Source: an optimization exercise on an open RTL-to-GDS flow (aim: small area and a short achievable clock period). Production flows keep margins and buffers that such runs may drop.
Function was checked by simulation only, so behaviour that the tests miss may differ from the original.
No activity file was given, so power comes from the tool's default toggle rates.

File: design/flow/config.mk
export PLATFORM = sky130hd
export DESIGN_NAME = rvExecTop
export DESIGN_NICKNAME = rvExecTop
export VERILOG_FILES = /design/flow/design.v
export SDC_FILE = /design/flow/constraint.sdc
export NUM_CORES = 4
export LEC_CHECK = 0
export CAP_MARGIN = 20
export CORE_MARGIN = 2
export CORE_UTILIZATION = 45
export CTS_CLUSTER_DIAMETER = 100
export CTS_CLUSTER_SIZE = 20
export SETUP_SLACK_MARGIN = 3.0
export SLEW_MARGIN = 20
File: design/flow/constraint.sdc
create_clock -name core_clock -period 6.0 [get_ports {clk}]
set_input_delay 1.2000 -clock core_clock [delete_from_list [all_inputs] [get_ports {clk}]]
set_output_delay 1.2000 -clock core_clock [all_outputs]
set_load 0.01 [all_outputs]
File: design/flow/design.v
`timescale 1ns/1ps
`default_nettype none
package rvExecPkg;
    localparam int Xlen     = 32;                  
    localparam int RegAddrW = 5;                   
    localparam logic [3:0] AluAdd   = 4'b0000;
    localparam logic [3:0] AluSub   = 4'b0001;
    localparam logic [3:0] AluPassB = 4'b0010;     
    localparam logic [3:0] AluAnd   = 4'b0011;
    localparam logic [3:0] AluXor   = 4'b0100;
    localparam logic [3:0] AluOr    = 4'b0101;
    localparam logic [3:0] AluSll   = 4'b0110;
    localparam logic [3:0] AluSrl   = 4'b0111;
    localparam logic [3:0] AluSra   = 4'b1000;
    localparam logic [3:0] AluSlt   = 4'b1001;
    localparam logic [3:0] AluSltu  = 4'b1010;
    localparam logic SrcARs1 = 1'b0;
    localparam logic SrcAPc  = 1'b1;
    localparam logic [1:0] SrcBRs2  = 2'd0;
    localparam logic [1:0] SrcBImm  = 2'd1;
    localparam logic [1:0] SrcBFour = 2'd2;        
    localparam logic [1:0] FwdNone = 2'd0;
    localparam logic [1:0] FwdWb   = 2'd1;
    localparam logic [1:0] FwdMem  = 2'd2;
endpackage
`default_nettype wire
`timescale 1ns/1ps
`default_nettype none
import rvExecPkg::*;
module alu (
    input  logic [8:0]                     opSel,    
    input  logic                           invB,     
    input  logic                           sra,
    input  logic [rvExecPkg::Xlen-1:0]     a,
    input  logic [rvExecPkg::Xlen-1:0]     bx,       
    input  logic [4:0]                     shamt,    
    input  logic [rvExecPkg::Xlen-1:0]     shIn,     
    output logic [rvExecPkg::Xlen-1:0]     result
);
    logic [Xlen-1:0] p;
    logic [Xlen-1:0] g;
    logic [Xlen-1:0] gl [0:5];
    logic [Xlen-1:0] pl [0:5];
    logic [Xlen-1:0] cin;         
    logic [Xlen:0]   shr;
    logic [Xlen-1:0] shOut;
    logic [Xlen-1:0] other;       
    logic [Xlen-1:0] res0;        
    logic [Xlen-1:0] res1;        
    assign p  = a ^ bx;
    assign g  = a & bx;
    always_comb begin
        gl[0] = g;
        pl[0] = p;
        gl[0][0] = g[0] | (p[0] & invB);
        for (int l = 0; l < 5; l++) begin
            for (int i = 0; i < Xlen; i++) begin
                if (i >= (1 << l)) begin
                    gl[l+1][i] = gl[l][i] | (pl[l][i] & gl[l][i - (1 << l)]);
                    pl[l+1][i] = pl[l][i] & pl[l][i - (1 << l)];
                end else begin
                    gl[l+1][i] = gl[l][i];
                    pl[l+1][i] = pl[l][i];
                end
            end
        end
        cin = {gl[5][Xlen-2:0], invB};
    end
    assign shr   = $unsigned($signed({sra & shIn[Xlen-1], shIn}) >>> shamt);
    always_comb begin
        for (int i = 0; i < Xlen; i++) shOut[i] = opSel[5] ? shr[Xlen-1-i] : shr[i];
    end
    always_comb begin
        other = ({Xlen{opSel[1]}} & bx)
              | ({Xlen{opSel[2]}} & (a & bx))
              | ({Xlen{opSel[3]}} & (a ^ bx))
              | ({Xlen{opSel[4]}} & (a | bx))
              | ({Xlen{opSel[5] | opSel[6]}} & shOut);
        res0 = other | ({Xlen{opSel[0]}} & p);
        res1 = other | ({Xlen{opSel[0]}} & ~p);
        res0[0] = other[0] | (opSel[0] & (p[0] ^ invB))
                | (opSel[7] & (p[Xlen-1] ? 1'b1 : a[Xlen-1]))
                | (opSel[8] & (p[Xlen-1] ? 1'b1 : ~bx[Xlen-1]));
        res1[0] = other[0] | (opSel[0] & (p[0] ^ invB))
                | (opSel[7] & (p[Xlen-1] ? 1'b0 : a[Xlen-1]))
                | (opSel[8] & (p[Xlen-1] ? 1'b0 : ~bx[Xlen-1]));
        for (int i = 1; i < Xlen; i++) result[i] = cin[i] ? res1[i] : res0[i];
        result[0] = cin[Xlen-1] ? res1[0] : res0[0];
    end
endmodule
`default_nettype wire
`timescale 1ns/1ps
`default_nettype none
import rvExecPkg::*;
module regFile (
    input  logic                              clk,
    input  logic                              rst,
    input  logic [31:1]                       wrEn,        
    input  logic [rvExecPkg::Xlen-1:0]        wrData,
    output logic [31:1][rvExecPkg::Xlen-1:0]  regs
);
    logic [Xlen-1:0] wd;
    logic [31:1]     we;
    assign wd = rst ? {Xlen{1'b0}} : wrData;
    assign we = wrEn | {31{rst}};
    always_ff @(posedge clk) begin
        for (int i = 1; i < 32; i++) begin
            if (we[i]) regs[i] <= wd;
        end
    end
endmodule
module readPort (
    input  logic [rvExecPkg::RegAddrW-1:0]    addr,
    input  logic                              useAlt,      
    input  logic [rvExecPkg::Xlen-1:0]        altData,
    input  logic [31:1]                       memWe,       
    input  logic [rvExecPkg::Xlen-1:0]        memResult,
    input  logic [31:1][rvExecPkg::Xlen-1:0]  regs,
    output logic [rvExecPkg::Xlen-1:0]        data
);
    logic [3:0]  lo;
    logic [7:0]  hi;
    logic [31:1] sel;
    logic        selMem;
    always_comb begin
        for (int j = 0; j < 4; j++) lo[j] = (addr[1:0] == j[1:0]);
        for (int j = 0; j < 8; j++) hi[j] = (addr[4:2] == j[2:0]) && !useAlt;
        for (int i = 1; i < 32; i++) sel[i] = lo[i & 3] && hi[i >> 2] && !memWe[i];
        selMem = 1'b0;
        for (int i = 1; i < 32; i++) selMem = selMem | (lo[i & 3] && hi[i >> 2] && memWe[i]);
    end
    always_comb begin
        data = ({Xlen{useAlt}} & altData) | ({Xlen{selMem}} & memResult);
        for (int i = 1; i < 32; i++) data = data | ({Xlen{sel[i]}} & regs[i]);
    end
endmodule
`default_nettype wire
`timescale 1ns/1ps
`default_nettype none
import rvExecPkg::*;
module idExReg (
    input  logic                              clk,
    input  logic                              rst,
    input  logic                              valid,
    input  logic [3:0]                        aluCode,
    input  logic                              srcA,
    input  logic [1:0]                        srcB,
    input  logic [rvExecPkg::Xlen-1:0]        imm,
    input  logic [rvExecPkg::RegAddrW-1:0]    rs1Addr,
    input  logic [rvExecPkg::RegAddrW-1:0]    rs2Addr,
    input  logic [rvExecPkg::RegAddrW-1:0]    rdAddr,
    input  logic                              regWrite,
    input  logic [rvExecPkg::Xlen-1:0]        aData,
    input  logic [rvExecPkg::Xlen-1:0]        rs2Data,
    output logic                              validEx,
    output logic                              regWriteEx,
    output logic [rvExecPkg::RegAddrW-1:0]    rdAddrEx,
    output logic [rvExecPkg::Xlen-1:0]        aEx,
    output logic [rvExecPkg::Xlen-1:0]        rs2Ex,
    output logic [rvExecPkg::Xlen-1:0]        immEx,
    output logic [1:0]                        aSelMem,      
    output logic [1:0]                        shSelMem,
    output logic [1:0]                        shSelMemRev,
    output logic [1:0]                        shSelA,
    output logic [1:0]                        shSelARev,
    output logic [1:0]                        bSelImm,      
    output logic [1:0]                        bSelMemP,     
    output logic [1:0]                        bSelMemN,     
    output logic [1:0]                        bSelReg,      
    output logic                              sSelMem,
    output logic [1:0]                        invB,      
    output logic [4:0]                        shamtEx,
    output logic                              sraEx,
    output logic [8:0]                        opSel
);
    logic fwdA;
    logic fwdB;
    logic exWe;
    logic invOp;
    assign invOp = (aluCode == AluSub) || (aluCode == AluSlt) || (aluCode == AluSltu);
    logic fwdA2;
    logic fwdB2;
    logic invOp2;
    logic exWe2;
    assign invOp2 = !aluCode[2] && ((!aluCode[3] && !aluCode[1] && aluCode[0]) ||
                                    (aluCode[3] && (aluCode[1] ^ aluCode[0])));
    assign exWe2  = regWriteEx && (|rdAddrEx);
    assign fwdA2  = exWe2 && !srcA && (&(rdAddrEx ~^ rs1Addr));
    assign fwdB2  = exWe2 && (&(rdAddrEx ~^ rs2Addr));
    assign exWe = regWriteEx && (rdAddrEx != {RegAddrW{1'b0}});
    assign fwdA = exWe && (rdAddrEx == rs1Addr) && !srcA;
    assign fwdB = exWe && (rdAddrEx == rs2Addr);
    always_ff @(posedge clk) begin
        if (rst) begin
            validEx    <= 1'b0;
            regWriteEx <= 1'b0;
        end else begin
            validEx    <= valid;
            regWriteEx <= valid & regWrite;
        end
        rdAddrEx <= rdAddr;
        aEx      <= aData;
        rs2Ex    <= rs2Data ^ {Xlen{invOp}};      
        immEx    <= (srcB[1] ? 32'd4 : imm) ^ {Xlen{invOp}};
        aSelMem[0] <= fwdA;
        bSelImm[0] <= (srcB != SrcBRs2);
        bSelMemP[0] <= (srcB == SrcBRs2) && fwdB && !invOp;
        bSelMemN[0] <= (srcB == SrcBRs2) && fwdB && invOp;
        bSelReg[0] <= (srcB == SrcBRs2) && !fwdB;
        aSelMem[1] <= fwdA2;
        shSelMem[0]    <= fwdA && (aluCode != AluSll);
        shSelMemRev[0] <= fwdA && (aluCode == AluSll);
        shSelA[0]      <= !fwdA && (aluCode != AluSll);
        shSelARev[0]   <= !fwdA && (aluCode == AluSll);
        shSelMem[1]    <= valid && fwdA2 && (aluCode != AluSll);
        shSelMemRev[1] <= valid && fwdA2 && (aluCode == AluSll);
        shSelA[1]      <= valid && !fwdA2 && (aluCode != AluSll);
        shSelARev[1]   <= valid && !fwdA2 && (aluCode == AluSll);
        bSelImm[1] <= valid && (srcB[0] | srcB[1]);
        bSelMemP[1] <= valid && !srcB[0] && !srcB[1] && fwdB2 && !invOp2;
        bSelMemN[1] <= valid && !srcB[0] && !srcB[1] && fwdB2 && invOp2;
        bSelReg[1] <= valid && !(srcB[0] | srcB[1] | fwdB2);
        sSelMem  <= fwdB;
        invB[0]  <= invOp;
        invB[1]  <= invOp2;
        shamtEx  <= (srcB == SrcBRs2) ? rs2Data[4:0] : (srcB[1] ? 5'd4 : imm[4:0]);
        sraEx    <= (aluCode == AluSra);
        opSel[0] <= (aluCode == AluAdd) || (aluCode == AluSub);
        opSel[1] <= (aluCode == AluPassB);
        opSel[2] <= (aluCode == AluAnd);
        opSel[3] <= (aluCode == AluXor);
        opSel[4] <= (aluCode == AluOr);
        opSel[5] <= (aluCode == AluSll);
        opSel[6] <= (aluCode == AluSrl) || (aluCode == AluSra);
        opSel[7] <= (aluCode == AluSlt);
        opSel[8] <= (aluCode == AluSltu);
    end
endmodule
`default_nettype wire
`timescale 1ns/1ps
`default_nettype none
import rvExecPkg::*;
module exStage (
    input  logic [rvExecPkg::Xlen-1:0]        aEx,
    input  logic [rvExecPkg::Xlen-1:0]        rs2Ex,
    input  logic [rvExecPkg::Xlen-1:0]        immEx,
    input  logic [1:0]                        aSelMem,
    input  logic [1:0]                        shSelMem,     
    input  logic [1:0]                        shSelMemRev,  
    input  logic [1:0]                        shSelA,       
    input  logic [1:0]                        shSelARev,    
    input  logic [1:0]                        bSelImm,
    input  logic [1:0]                        bSelMemP,
    input  logic [1:0]                        bSelMemN,
    input  logic [1:0]                        bSelReg,
    input  logic                              sSelMem,
    input  logic [1:0]                        invB,
    input  logic [4:0]                        shamtEx,
    input  logic                              sraEx,
    input  logic [8:0]                        opSel,
    input  logic [rvExecPkg::Xlen-1:0]        memResult,
    output logic [rvExecPkg::Xlen-1:0]        aluResult,
    output logic [rvExecPkg::Xlen-1:0]        storeData
);
    logic [Xlen-1:0] opA;
    logic [Xlen-1:0] opB;
    logic [4:0]      shamt;
    logic [Xlen-1:0] shIn;
    localparam int H = Xlen / 2;
    always_comb begin
        for (int i = 0; i < Xlen; i++) begin
            opA[i] = aSelMem[i / H] ? memResult[i] : aEx[i];
            opB[i] = (bSelImm[i / H] & immEx[i])
                   | (bSelMemP[i / H] & memResult[i])
                   | (bSelMemN[i / H] & ~memResult[i])
                   | (bSelReg[i / H] & rs2Ex[i]);
        end
    end
    always_comb begin
        for (int i = 0; i < Xlen; i++) begin
            shIn[i] = (shSelMem[i / H]    & memResult[i])
                    | (shSelMemRev[i / H] & memResult[Xlen-1-i])
                    | (shSelA[i / H]      & aEx[i])
                    | (shSelARev[i / H]   & aEx[Xlen-1-i]);
        end
    end
    assign shamt = bSelMemP[0] ? memResult[4:0] : shamtEx;    
    assign storeData = sSelMem ? memResult : (rs2Ex ^ {Xlen{invB[0]}});
    alu aluInst (
        .opSel  (opSel),
        .invB   (invB[0]),
        .sra    (sraEx),
        .a      (opA),
        .bx     (opB),
        .shamt  (shamt),
        .shIn   (shIn),
        .result (aluResult)
    );
endmodule
`default_nettype wire
`timescale 1ns/1ps
`default_nettype none
module retireStages (
    input  logic                              clk,
    input  logic                              rst,
    input  logic                              validEx,
    input  logic                              regWriteEx,
    input  logic [rvExecPkg::RegAddrW-1:0]    rdAddrEx,
    input  logic [rvExecPkg::Xlen-1:0]        aluResult,
    input  logic [rvExecPkg::Xlen-1:0]        storeData,
    output logic                              memValid,
    output logic                              memRegWrite,
    output logic [rvExecPkg::RegAddrW-1:0]    memRdAddr,
    output logic [rvExecPkg::Xlen-1:0]        memResult,
    output logic                              wbValid,
    output logic                              wbRegWrite,
    output logic [rvExecPkg::RegAddrW-1:0]    wbRdAddr,
    output logic [rvExecPkg::Xlen-1:0]        wbResult,
    output logic [rvExecPkg::Xlen-1:0]        memStoreData
);
    always_ff @(posedge clk) begin
        if (rst) begin
            memValid    <= 1'b0;
            memRegWrite <= 1'b0;
            wbValid     <= 1'b0;
            wbRegWrite  <= 1'b0;
        end else begin
            memValid    <= validEx;
            memRegWrite <= regWriteEx;
            wbValid     <= memValid;
            wbRegWrite  <= memRegWrite;
        end
        memRdAddr    <= rdAddrEx;
        memResult    <= aluResult;
        memStoreData <= storeData;
        wbRdAddr     <= memRdAddr;
        wbResult     <= memResult;
    end
endmodule
`default_nettype wire
`timescale 1ns/1ps
`default_nettype none
import rvExecPkg::*;
module rvExecTop (
    input  logic                              clk,
    input  logic                              rst,
    input  logic                              issueValid,
    input  logic [3:0]                        aluCode,
    input  logic                              srcA,
    input  logic [1:0]                        srcB,
    input  logic [rvExecPkg::Xlen-1:0]        imm,
    input  logic [rvExecPkg::Xlen-1:0]        pc,
    input  logic [rvExecPkg::RegAddrW-1:0]    rs1Addr,
    input  logic [rvExecPkg::RegAddrW-1:0]    rs2Addr,
    input  logic [rvExecPkg::RegAddrW-1:0]    rdAddr,
    input  logic                              regWrite,
    output logic                              memValid,
    output logic [rvExecPkg::RegAddrW-1:0]    memRdAddr,
    output logic                              memRegWrite,
    output logic [rvExecPkg::Xlen-1:0]        memResult,
    output logic [rvExecPkg::Xlen-1:0]        memStoreData,
    output logic                              wbValid,
    output logic [rvExecPkg::RegAddrW-1:0]    wbRdAddr,
    output logic                              wbRegWrite,
    output logic [rvExecPkg::Xlen-1:0]        wbData
);
    logic [31:1][Xlen-1:0] regs;
    logic [31:1]           memWe;
    logic [Xlen-1:0]       aData;
    logic [Xlen-1:0]       rs2Data;
    logic                  validEx;
    logic                  regWriteEx;
    logic [RegAddrW-1:0]   rdAddrEx;
    logic [Xlen-1:0]       aEx;
    logic [Xlen-1:0]       rs2Ex;
    logic [Xlen-1:0]       immEx;
    logic [1:0]            aSelMem;
    logic [1:0]            shSelMem;
    logic [1:0]            shSelMemRev;
    logic [1:0]            shSelA;
    logic [1:0]            shSelARev;
    logic [1:0]            bSelImm;
    logic [1:0]            bSelMemP;
    logic [1:0]            bSelMemN;
    logic [1:0]            bSelReg;
    logic                  sSelMem;
    logic [1:0]            invB;
    logic [4:0]            shamtEx;
    logic                  sraEx;
    logic [8:0]            opSel;
    logic [Xlen-1:0]       aluResult;
    logic [Xlen-1:0]       storeData;
    always_comb begin
        for (int i = 1; i < 32; i++) memWe[i] = memRegWrite && (memRdAddr == i[RegAddrW-1:0]);
    end
    regFile regFileInst (
        .clk    (clk),
        .rst    (rst),
        .wrEn   (memWe),
        .wrData (memResult),
        .regs   (regs)
    );
    readPort readAInst (
        .addr      (rs1Addr),
        .useAlt    (srcA),
        .altData   (pc),
        .memWe     (memWe),
        .memResult (memResult),
        .regs      (regs),
        .data      (aData)
    );
    readPort readBInst (
        .addr      (rs2Addr),
        .useAlt    (1'b0),
        .altData   ({Xlen{1'b0}}),
        .memWe     (memWe),
        .memResult (memResult),
        .regs      (regs),
        .data      (rs2Data)
    );
    idExReg idExInst (
        .clk        (clk),
        .rst        (rst),
        .valid      (issueValid),
        .aluCode    (aluCode),
        .srcA       (srcA),
        .srcB       (srcB),
        .imm        (imm),
        .rs1Addr    (rs1Addr),
        .rs2Addr    (rs2Addr),
        .rdAddr     (rdAddr),
        .regWrite   (regWrite),
        .aData      (aData),
        .rs2Data    (rs2Data),
        .validEx    (validEx),
        .regWriteEx (regWriteEx),
        .rdAddrEx   (rdAddrEx),
        .aEx        (aEx),
        .rs2Ex      (rs2Ex),
        .immEx      (immEx),
        .aSelMem    (aSelMem),
        .shSelMem   (shSelMem),
        .shSelMemRev(shSelMemRev),
        .shSelA     (shSelA),
        .shSelARev  (shSelARev),
        .bSelImm    (bSelImm),
        .bSelMemP   (bSelMemP),
        .bSelMemN   (bSelMemN),
        .bSelReg    (bSelReg),
        .sSelMem    (sSelMem),
        .invB       (invB),
        .shamtEx    (shamtEx),
        .sraEx      (sraEx),
        .opSel      (opSel)
    );
    exStage exInst (
        .aEx       (aEx),
        .rs2Ex     (rs2Ex),
        .immEx     (immEx),
        .aSelMem   (aSelMem),
        .shSelMem  (shSelMem),
        .shSelMemRev(shSelMemRev),
        .shSelA    (shSelA),
        .shSelARev (shSelARev),
        .bSelImm   (bSelImm),
        .bSelMemP  (bSelMemP),
        .bSelMemN  (bSelMemN),
        .bSelReg   (bSelReg),
        .sSelMem   (sSelMem),
        .invB      (invB),
        .shamtEx   (shamtEx),
        .sraEx     (sraEx),
        .opSel     (opSel),
        .memResult (memResult),
        .aluResult (aluResult),
        .storeData (storeData)
    );
    retireStages retireInst (
        .clk          (clk),
        .rst          (rst),
        .validEx      (validEx),
        .regWriteEx   (regWriteEx),
        .rdAddrEx     (rdAddrEx),
        .aluResult    (aluResult),
        .storeData    (storeData),
        .memValid     (memValid),
        .memRegWrite  (memRegWrite),
        .memRdAddr    (memRdAddr),
        .memResult    (memResult),
        .wbValid      (wbValid),
        .wbRegWrite   (wbRegWrite),
        .wbRdAddr     (wbRdAddr),
        .wbResult     (wbData),
        .memStoreData (memStoreData)
    );
endmodule
`default_nettype wire
File: design/flow/flow/run.sh
#!/bin/bash
set -e
export BUFFER_PORTS_ARGS="-buffer_cell sky130_fd_sc_hd__buf_2"
bash standard.sh > standard.log 2>&1
File: design/flow/standard.sh
#!/bin/bash
# synth_recipe.tcl (not shown) runs the flow's synth.tcl, then flattens the netlist and writes it again
# the make line also repeats each setting of config.mk as NAME=value (left out here)
make -C /OpenROAD-flow-scripts/flow DESIGN_CONFIG=/design/flow/config.mk WORK_HOME=/design/flow/orfs CLKGATE_MAP_FILE= SYNTH_SCRIPT=/design/flow/synth_recipe.tcl "${@:-finish}"
==> impl_metrics.prom, run 1 <==
# TYPE chip_impl_metric gauge
chip_impl_metric{name="synth_seq_area_share",unit=""} 0.607
chip_impl_metric{name="number_of_cells_produced_by_synthesis",unit=""} 4675
chip_impl_info{name="cp-end-kind",value="flip-flop"} 1
chip_impl_metric{name="port_bufs",unit=""} 199
chip_impl_metric{name="crit_path_max_incr_delay",unit="ns"} 0.37
chip_impl_metric{name="total_via_count_in_the_routed_design",unit=""} 51300
chip_impl_metric{name="wl_per_cell",unit="microns"} 44.8
chip_impl_info{name="tritoncts",value="built"} 1
chip_impl_metric{name="synth_xor_area_frac",unit=""} 0.0190
chip_impl_metric{name="tightest_slew",unit="ns"} 1.19
chip_impl_metric{name="clock_skew",unit="ns"} 0.0595
chip_impl_metric{name="h-tree-depth",unit=""} 3
chip_impl_metric{name="post_synth_and_or_nand_nor_area_fraction",unit=""} 0.0913
chip_impl_info{name="synth_ff_type",value="sky130_fd_sc_hd__edfxtp_1"} 1
chip_impl_info{name="cpMaxStageDelayCell",value="sky130_fd_sc_hd__a211o_1"} 1
chip_impl_info{name="cts_root_buffer",value="sky130_fd_sc_hd__clkbuf_16"} 1
chip_impl_metric{name="power.density",unit="nW/um^2"} 316
chip_impl_metric{name="total_global_routing_track_utilization",unit=""} 0.445
chip_impl_metric{name="dieHeight",unit="microns"} 361
chip_impl_metric{name="max_cap_violations",unit=""} 0
chip_impl_info{name="synth_top_family_by_area",value="compound AO/OA/AOI/OAI gates"} 1
chip_impl_metric{name="floorplan.rows",unit=""} 130
chip_impl_metric{name="detail_route.vias_per_cell",unit=""} 7.63
chip_impl_metric{name="synth.ff_latch_count",unit=""} 1240
chip_impl_metric{name="final_max_slew_viol_count",unit=""} 0
chip_impl_metric{name="grt_pass1_vias",unit=""} 47500
chip_impl_metric{name="totalNegativeSetupSlack",unit="ns"} 0
chip_impl_metric{name="dpl.hpwl",unit="mm"} 186
chip_impl_metric{name="pre_cts_setup_slack",unit="ns"} 1.54
chip_impl_metric{name="syn_nets",unit=""} 4836
chip_impl_metric{name="final.period_utilization",unit=""} 0.524
chip_impl_metric{name="numCtsBuffers",unit=""} 74
chip_impl_metric{name="synth_compound_area_frac",unit=""} 0.211
chip_impl_metric{name="critical_path.max_fanout",unit=""} 8
chip_impl_metric{name="core-area",unit="sq um"} 126000
chip_impl_metric{name="die_area",unit="sq um"} 130000
chip_impl_metric{name="peak_supply_drop",unit="uV"} 257
chip_impl_info{name="timing.critical_path.cells",value="clkinvlp_4 > buf_12 > o211ai_1 > ha_1 > a21oi_2 > o21ai_2 > a221oi_2 > buf_4 > nand2b_4 > a211o_1 > nand3_1 > a21oi_1 > or3_1"} 1
chip_impl_metric{name="worst_slew_margin_rel",unit=""} 0.205
chip_impl_metric{name="grt-ovfl-total",unit=""} 0
chip_impl_metric{name="grt_start_max_net_pins",unit=""} 48
chip_impl_metric{name="ctsLongestPathBuffers",unit=""} 3
chip_impl_metric{name="yosysWarnings",unit=""} 9
chip_impl_metric{name="final_nets",unit=""} 5172
chip_impl_metric{name="regToRegSetupSlack",unit="ns"} 2.86
chip_impl_info{name="cpLargestDelayFamily",value="compound AO/OA/AOI/OAI gates"} 1
chip_impl_metric{name="remaining_drc_errors",unit=""} 0
chip_impl_metric{name="slack_of_the_critical_path",unit="ns"} 2.86
chip_impl_metric{name="synth-adder-area-share",unit=""} 0.0156
chip_impl_metric{name="antenna_violations_before_repair",unit=""} 14
chip_impl_info{name="timing.setup.critical_path_class",value="flip-flop to flip-flop"} 1
chip_impl_metric{name="crit_buf_inv",unit=""} 3
chip_impl_metric{name="setup_violations",unit=""} 0
chip_impl_metric{name="die_w",unit="microns"} 361
chip_impl_info{name="timing.hold.worst.class",value="flip-flop to flip-flop"} 1
chip_impl_metric{name="antenna_violating_nets_post_route",unit=""} 0
chip_impl_metric{name="mappedNetlistArea",unit="sq um"} 57300
chip_impl_metric{name="layout-drive-gt1-share",unit=""} 0.224
chip_impl_metric{name="initial_utilization",unit=""} 0.455
chip_impl_info{name="timing.critical_path.from_type",value="flip-flop"} 1
chip_impl_metric{name="final_replace_weighted_congestion",unit=""} 1.03
chip_impl_metric{name="finalCriticalPeriod",unit="ns"} 3.14
chip_impl_metric{name="synth-async-reset-ratio",unit=""} 0
chip_impl_metric{name="yosysUniqueCellTypes",unit=""} 89
chip_impl_metric{name="drt-total-wl",unit="mm"} 301
chip_impl_metric{name="hold_buffers",unit=""} 0
chip_impl_metric{name="synth_edf_count",unit=""} 992
chip_impl_metric{name="synth.mux.area_fraction",unit=""} 0.0201
chip_impl_info{name="status",value="timing/DRC/antenna clean"} 1
chip_impl_metric{name="critPathArrivalTime",unit="ns"} 3.77
chip_impl_metric{name="timing.fmax",unit="GHz"} 0.318
chip_impl_metric{name="detailedRoute.firstIterationViolations",unit=""} 11600
chip_impl_info{name="grt_setup_unrepaired",value="yes"} 1
chip_impl_metric{name="clock_insertion_delay_worst_skew",unit="ns"} 0.74
chip_impl_metric{name="power.static_leakage",unit="nW"} 23.9
chip_impl_metric{name="report.final.hold_viol_count",unit=""} 0
chip_impl_metric{name="first_pass_iters",unit=""} 22
chip_impl_metric{name="flow.area_growth_from_synthesis",unit="%"} 17.5
chip_impl_metric{name="worst_setup_hold_path_clk_slew",unit="ns"} 0.10
chip_impl_metric{name="cts.sink_count",unit=""} 1240
chip_impl_metric{name="ioPinCount",unit=""} 200
chip_impl_metric{name="worst-endpoint-required",unit="ns"} 6.63
chip_impl_metric{name="first_pass_grt_wire_length",unit="mm"} 399
chip_impl_metric{name="postSynthAreaPerCell",unit="sq um"} 12.3
==> final cells by class <==
type | count | area (sq um)
Timing Repair Buffer | 647 | 5390
Antenna cell | 7 | 17.5
Multi-Input combinational cell | 2937 | 22300
Inverter | 111 | 420
Clock inverter | 10 | 179
Clock buffer | 125 | 2070
Sequential cell | 1240 | 34900
Fill cell | 10600 | 58600
Tap cell | 1650 | 2060
==> cells in the final DEF (no fill, tap or decap), types with 35 or more instances in the layout <==
cell type / instances
sky130_fd_sc_hd__buf_6: 41
sky130_fd_sc_hd__nand3_1: 131
sky130_fd_sc_hd__a22o_1: 56
sky130_fd_sc_hd__buf_4: 345
sky130_fd_sc_hd__nor3_1: 37
sky130_fd_sc_hd__dfxtp_2: 35
sky130_fd_sc_hd__o21ai_0: 144
sky130_fd_sc_hd__nand2b_1: 38
sky130_fd_sc_hd__buf_2: 190
sky130_fd_sc_hd__dfxtp_1: 187
sky130_fd_sc_hd__a221oi_1: 58
sky130_fd_sc_hd__a22oi_1: 850
sky130_fd_sc_hd__o211ai_1: 54
sky130_fd_sc_hd__clkbuf_1: 49
sky130_fd_sc_hd__inv_1: 110
sky130_fd_sc_hd__ha_1: 53
sky130_fd_sc_hd__mux2i_1: 40
sky130_fd_sc_hd__mux2_2: 47
sky130_fd_sc_hd__nor2_1: 90
sky130_fd_sc_hd__edfxtp_1: 992
sky130_fd_sc_hd__a211oi_4: 37
sky130_fd_sc_hd__nand2_1: 303
sky130_fd_sc_hd__nor4_1: 35
sky130_fd_sc_hd__xnor2_1: 110
sky130_fd_sc_hd__a21oi_1: 94
sky130_fd_sc_hd__a222oi_1: 97
sky130_fd_sc_hd__nand4_1: 127
sky130_fd_sc_hd__clkbuf_16: 79
sky130_fd_sc_hd__buf_12: 56
==> final timing paths <==
kind | start | end | cells past startpoint
setup / recovery | idExInst.bSelMemN[0]$_DFF_P_ | retireInst.memResult[24]$_DFF_P_ | 13
hold / removal | retireInst.memResult[13]$_DFF_P_ | retireInst.wbResult[13]$_DFF_P_ | 0
setup reg to reg | idExInst.bSelMemN[0]$_DFF_P_ | retireInst.memResult[24]$_DFF_P_ | 13
hold reg to reg | retireInst.memResult[13]$_DFF_P_ | retireInst.wbResult[13]$_DFF_P_ | 0
==> stage by stage <==
step	area, sq um	utilization	total power, mW	hold WS (ns)	instances
final	67300	0.535	21.3	0.358	6727
after global routing	67300	0.534	21.7	0.380	6721
after CTS	65800	0.523	20.8	0.362	6632
after detailed placement	61600	0.490	15.2	0.360	6372
after global placement	61600	0.489	15.3	0.353	6370
after floorplan	57800	-	13.1	0.382	4675
==> layer usage <==
layer,vias to the layer above,routed length [microns],track usage
met2,5497,125000,0.649
li1,19400,-,-
met3,1579,48500,0.182
met4,13,30000,0.330
met1,24800,97500,0.525
met5,-,279,0.00629
==> Yosys cell counts (all sizes together) (59+ instances only) <==
master / instances / share of area
nand3: 134 / 0.012
a21oi: 113 / 0.010
nor2: 108 / 0.0072
o21ai: 170 / 0.015
ha: 70 / 0.015
dfxtp: 248 / 0.087
xnor2: 112 / 0.017
clkbuf: 231 / 0.015
inv: 111 / 0.0073
a222oi: 97 / 0.017
a221oi: 71 / 0.011
a211oi: 59 / 0.0090
buf: 158 / 0.014
a22oi: 853 / 0.11
nand2: 311 / 0.020
edfxtp: 992 / 0.52
nand4: 127 / 0.014
==> report_power, final <==
group	switching (mW)	leakage [nW]	internal, mW	total [mW]
logic	2.71	10.6	1.42	4.13
clock network	3.02	1.07	2.46	5.48
registers	1.14	12.3	10.5	11.7
==> registers in the layout (all words and copies together), names as in the netlist, 5 cells and up <==
register,cells
regFileInst.regs,992
idExInst.aEx,32
idExInst.immEx,32
idExInst.rs2Ex,32
retireInst.memResult,32
retireInst.memStoreData,32
retireInst.wbResult,32
idExInst.opSel,9
idExInst.rdAddrEx,5
idExInst.shamtEx,5
retireInst.memRdAddr,5
retireInst.wbRdAddr,5
==> timing repair <==
item | 4_1_cts | 5_1_grt
setup endpoints to repair | 634 | 199
gates resized for setup | 232 | 140
cloned | 3 | 4
pin swaps | 61 | 74
buffers inserted | 122 | 84
==> logic make-up (layout without fill, tap and decap cells) <==
| family | count (synthesis) | after routing |
|---|---|---|
| AO/OA/AOI/OAI | 1624 | 1624 |
| XOR/XNOR | 124 | 124 |
| adder cells (fa/ha/maj) | 71 | 71 |
| buffers and inverters | 500 | 893 |
| flip-flops | 1240 | 1240 |
| multiplexers | 103 | 105 |
| other | 0 | 7 |
| AND/OR/NAND/NOR | 1013 | 1013 |
==> run 2: changes to the inputs <==
--- a/design/flow/config.mk
+++ b/design/flow/config.mk
@@ -7,8 +7,8 @@
 export LEC_CHECK = 0
 export CAP_MARGIN = 20
 export CORE_MARGIN = 2
-export CORE_UTILIZATION = 45
+export CORE_UTILIZATION = 50
 export CTS_CLUSTER_DIAMETER = 100
 export CTS_CLUSTER_SIZE = 20
-export SETUP_SLACK_MARGIN = 3.0
+export SETUP_SLACK_MARGIN = 2.8
 export SLEW_MARGIN = 20
==> run 2 against run 1 <==
  * Largest power group unchanged
  * Via count down 0.97%
  * Non-clock buffer count shrank 104
  * Final cell count shrank 3.7%
  * First-iteration DRC count down 5.3%
  * Synthesized area unchanged
  * Critical endpoint is now idExInst.shamtEx[4]$_DFF_P_
  * Critical path depth is 4 lower
==> impl_metrics.prom, run 2 <==
# TYPE chip_impl_metric gauge
chip_impl_metric{name="flip_flop_count_of_the_largest_register_all_copies_and_words_added",unit=""} 992
chip_impl_metric{name="regArea",unit="sq um"} 34800
chip_impl_metric{name="ioPinCount",unit=""} 200
chip_impl_metric{name="floorplan.rows",unit=""} 124
chip_impl_info{name="timing.critical_path.from_type",value="input pin"} 1
chip_impl_info{name="top_library_cells_by_usage_in_the_layout_fill_and_taps_aside",value="sky130_fd_sc_hd__edfxtp_1 (992), sky130_fd_sc_hd__a22oi_1 (852), sky130_fd_sc_hd__nand2_1 (303)"} 1
chip_impl_metric{name="totalNegativeSetupSlack",unit="ns"} 0
chip_impl_metric{name="peak_supply_drop",unit="uV"} 278
chip_impl_metric{name="multi_input_area",unit="sq um"} 21800
chip_impl_metric{name="clock_skew",unit="ns"} 0.0449
chip_impl_metric{name="layout-drive-gt1-share",unit=""} 0.195
chip_impl_metric{name="crit_path_max_incr_delay",unit="ns"} 0.62
chip_impl_metric{name="final_max_slew_viol_count",unit=""} 0
chip_impl_metric{name="syn_nets",unit=""} 4836
chip_impl_metric{name="drt-total-wl",unit="mm"} 293
chip_impl_metric{name="first_pass_iters",unit=""} 10
chip_impl_metric{name="detail_route.vias_per_cell",unit=""} 7.85
chip_impl_metric{name="die_area",unit="sq um"} 117000
chip_impl_info{name="setup.worst_path.end",value="idExInst.shamtEx[4]$_DFF_P_"} 1
chip_impl_metric{name="fin_hold_ws",unit="ns"} 0.408
chip_impl_info{name="yosys-top-cells-area",value="sky130_fd_sc_hd__edfxtp_1 (52%), sky130_fd_sc_hd__a22oi_1 (11%), sky130_fd_sc_hd__dfxtp_1 (8.7%)"} 1
chip_impl_info{name="grt_setup_unrepaired",value="yes"} 1
chip_impl_metric{name="total_global_routing_track_utilization",unit=""} 0.489
chip_impl_metric{name="number_of_cells_produced_by_synthesis",unit=""} 4675
chip_impl_metric{name="postSynthAreaPerCell",unit="sq um"} 12.3
chip_impl_info{name="timing.critical_path.cells",value="clkbuf_4 > or3b_4 > a211oi_4 > buf_6 > a222oi_1 > and3_1 > nand4_1 > a21oi_2 > a211oi_1"} 1
chip_impl_metric{name="synth-async-reset-ratio",unit=""} 0
chip_impl_metric{name="yosysUniqueCellTypes",unit=""} 89
chip_impl_metric{name="cts.sink_count",unit=""} 1240
chip_impl_metric{name="grt-ovfl-total",unit=""} 0
chip_impl_metric{name="power.static_leakage",unit="nW"} 23.2
chip_impl_metric{name="grt_start_max_net_pins",unit=""} 48
chip_impl_info{name="status",value="timing/DRC/antenna clean"} 1
chip_impl_metric{name="detailedRoute.firstIterationViolations",unit=""} 11000
chip_impl_info{name="cts_root_buffer",value="sky130_fd_sc_hd__clkbuf_16"} 1
chip_impl_metric{name="die_w",unit="microns"} 342
chip_impl_metric{name="remaining_drc_errors",unit=""} 0
chip_impl_metric{name="reg2regPathDepth",unit=""} 13
chip_impl_metric{name="report.final.hold_viol_count",unit=""} 0
chip_impl_metric{name="first_pass_grt_wire_length",unit="mm"} 392
chip_impl_metric{name="worst_setup_hold_path_clk_slew",unit="ns"} 0.09
chip_impl_metric{name="initial_utilization",unit=""} 0.502
chip_impl_metric{name="clock_insertion_delay_worst_skew",unit="ns"} 0.70
chip_impl_metric{name="wl_per_cell",unit="microns"} 45.3
chip_impl_metric{name="final_replace_weighted_congestion",unit=""} 1.04
chip_impl_metric{name="total_via_count_in_the_routed_design",unit=""} 50800
chip_impl_metric{name="dieHeight",unit="microns"} 342
chip_impl_metric{name="h-tree-depth",unit=""} 3
chip_impl_metric{name="grt_pass1_vias",unit=""} 46900
chip_impl_info{name="timing.hold.worst.class",value="flip-flop to flip-flop"} 1
chip_impl_info{name="timing.setup.critical_path_class",value="input pin to flip-flop"} 1
chip_impl_info{name="synth_ff_type",value="sky130_fd_sc_hd__edfxtp_1"} 1
chip_impl_metric{name="finalCriticalPeriod",unit="ns"} 3.31
chip_impl_metric{name="mappedNetlistArea",unit="sq um"} 57300
chip_impl_metric{name="power.density",unit="nW/um^2"} 323
chip_impl_info{name="tritoncts",value="built"} 1
chip_impl_metric{name="tightest_slew",unit="ns"} 1.30
chip_impl_info{name="regMostFlops",value="regFileInst.regs"} 1
chip_impl_metric{name="core-area",unit="sq um"} 114000
chip_impl_metric{name="hold_buffers",unit=""} 0
chip_impl_metric{name="critPathArrivalTime",unit="ns"} 3.90
chip_impl_metric{name="synth_top_cell_area_share",unit=""} 0.520
chip_impl_metric{name="worst-endpoint-required",unit="ns"} 6.59
chip_impl_info{name="synth_most_common_cell",value="sky130_fd_sc_hd__edfxtp_1"} 1
chip_impl_metric{name="flow.area_growth_from_synthesis",unit="%"} 13.9
chip_impl_metric{name="layout.filler_cells",unit=""} 9503
chip_impl_metric{name="antenna_violating_nets_post_route",unit=""} 0
chip_impl_info{name="timing.rr.start",value="retireInst.memResult[10]$_DFF_P_"} 1
chip_impl_info{name="crit_start",value="rs2Addr[4]"} 1
chip_impl_metric{name="dpl.hpwl",unit="mm"} 179
chip_impl_metric{name="ctsLongestPathBuffers",unit=""} 3
chip_impl_metric{name="synth.ff_latch_count",unit=""} 1240
chip_impl_info{name="cp-end-kind",value="flip-flop"} 1
chip_impl_metric{name="worst_slew_margin_rel",unit=""} 0.133
chip_impl_info{name="layout.cells.most_common",value="sky130_fd_sc_hd__edfxtp_1"} 1
chip_impl_metric{name="yosysWarnings",unit=""} 9
chip_impl_metric{name="port_bufs",unit=""} 199
chip_impl_metric{name="synth_edf_count",unit=""} 992
chip_impl_info{name="r2r_end",value="retireInst.memResult[24]$_DFF_P_"} 1
chip_impl_metric{name="critical_path.max_fanout",unit=""} 21
chip_impl_metric{name="timing.fmax",unit="GHz"} 0.302
chip_impl_metric{name="max_cap_violations",unit=""} 0
chip_impl_info{name="synth.largest_area_cell",value="sky130_fd_sc_hd__edfxtp_1"} 1
chip_impl_metric{name="numCtsBuffers",unit=""} 74
chip_impl_info{name="cpMaxStageDelayCell",value="sky130_fd_sc_hd__a211oi_4"} 1
chip_impl_info{name="ranking_of_synthesized_cells_by_instance_count",value="sky130_fd_sc_hd__edfxtp_1 (992), sky130_fd_sc_hd__a22oi_1 (853), sky130_fd_sc_hd__nand2_1 (311)"} 1
chip_impl_metric{name="synth_seq_area_share",unit=""} 0.607
chip_impl_metric{name="regToRegSetupSlack",unit="ns"} 2.69
chip_impl_metric{name="final_nets",unit=""} 5066
chip_impl_metric{name="setup_violations",unit=""} 0
chip_impl_metric{name="antenna_violations_before_repair",unit=""} 11
chip_impl_metric{name="final.period_utilization",unit=""} 0.552
-- run 2: cell count changes in the layout (fill, tap and decap cells not counted), moves of 9 or more --
cell	previous run	this run
sky130_fd_sc_hd__dfxtp_1	187	202
sky130_fd_sc_hd__dfxtp_4	26	14
sky130_fd_sc_hd__ha_1	53	65
sky130_fd_sc_hd__o21ai_1	22	13
sky130_fd_sc_hd__buf_4	345	283
sky130_fd_sc_hd__buf_12	56	28
sky130_fd_sc_hd__nor3_2	8	18
sky130_fd_sc_hd__nor3_4	13	1
-- run 2: cell families (layout without fill, tap and decap cells) --
group | Yosys count | count (layout) | share of synthesized area
mux | 103 | 103 | 0.0201
compound gates | 1624 | 1624 | 0.211
xor+xnor | 124 | 124 | 0.0190
flops | 1240 | 1240 | 0.607
buf+inv | 500 | 785 | 0.0360
other cells | 0 | 5 | 0
simple gates | 1013 | 1013 | 0.0913
fa+ha+maj | 71 | 71 | 0.0156
-- run 2: critical path: cells and delay by family --
kind,cells,cell delay [ns]
AO/OA/AOI/OAI,4,1.04
AND/OR/NAND/NOR,3,1.03
buffers and inverters,2,0.60
-- run 2: final cells by class --
cell class | instances | area share
sequential | 1240 | 0.534
multi-input combinational | 2935 | 0.333
timing repair buffer | 543 | 0.0628
clock buffer | 121 | 0.0317
tap | 1512 | 0.0290
inverter | 111 | 0.00644
clock inverter | 10 | 0.00234
antenna | 5 | 0.000192
-- run 2: timing repair --
item                                    CTS  global route
gates cloned                              0             0
endpoints found under the setup margin  388           116
pin swaps                                41            43
buffers inserted                         73            24
resized for setup                       168           104
-- run 2: stage by stage --
step	utilization	power [mW]	setup WS [ns]	area, sq um	instances
floorplan	-	13.1	2.77	57300	4675
global placement	0.537	15.2	1.56	61300	6244
detailed placement	0.537	15.2	1.56	61300	6244
CTS	0.567	20.6	2.78	64600	6448
global route	0.572	21.4	2.61	65200	6472
finish	0.572	21.1	2.69	65300	6477
-- run 2: how the worst min path moves through the flow --
stage / start / to / cells past startpoint
2_1_floorplan: idExInst.rdAddrEx[0]$_DFF_P_ / retireInst.memRdAddr[0]$_DFF_P_ / 0
3_3_place_gp: retireInst.memResult[19]$_DFF_P_ / retireInst.wbResult[19]$_DFF_P_ / 0
3_5_place_dp: retireInst.memResult[19]$_DFF_P_ / retireInst.wbResult[19]$_DFF_P_ / 0
4_1_cts: idExInst.rdAddrEx[4]$_DFF_P_ / retireInst.memRdAddr[4]$_DFF_P_ / 0
5_1_grt: retireInst.memResult[19]$_DFF_P_ / retireInst.wbResult[19]$_DFF_P_ / 0
6_report: idExInst.rdAddrEx[4]$_DFF_P_ / retireInst.memRdAddr[4]$_DFF_P_ / 0
-- run 2: power by group --
part           internal [mW]  switching [mW]  total [mW]
combinational           1.28            2.63        3.91
sequential              10.5            1.12        11.7
clock                   2.49            3.00        5.50
total                   14.3            6.76        21.1
-- run 2: routing by layer --
layer	vias to the layer above	global-route usage	wire length (microns)
met4	10	0.370	29100
met3	1662	0.211	49000
met2	5512	0.702	121000
met1	24400	0.579	94200
li1	19200	-	-
met5	-	0.00163	173

==> port drivers added, routing unchanged <==
The results above use ideal ports. As a check the final layouts listed here were re-extracted and re-timed, cells and wires unchanged. Step 1 assumes that a clkbuf_16 drives the clock port and a buf_2 every other input. Step 2 moves the port delays by t, midway between the first and last clock arrival at a register: inputs arrive t later, outputs are due t later. That takes back most of the time a late clock gives input paths. Three values: ideal, step 1, step 2; two values: the first two.
run | t (ns) | slack for setup (ns) | worst setup path at the end | latest minus earliest clock arrival (ns) | worst register clock-pin slew, ns
run 1 | 0.788 | 2.857 / 2.857 / 2.210 | input to register | 0.064 / 0.065 | 0.10 / 0.10
run 2 | 0.760 | 2.689 / 2.689 / 1.982 | input to register | 0.053 / 0.053 | 0.10 / 0.10
After both steps every run listed still meets setup and hold. For run 2, which loses most, drivers alone change the setup slack by 0.000 ns; drivers and shift together by -0.707 ns.
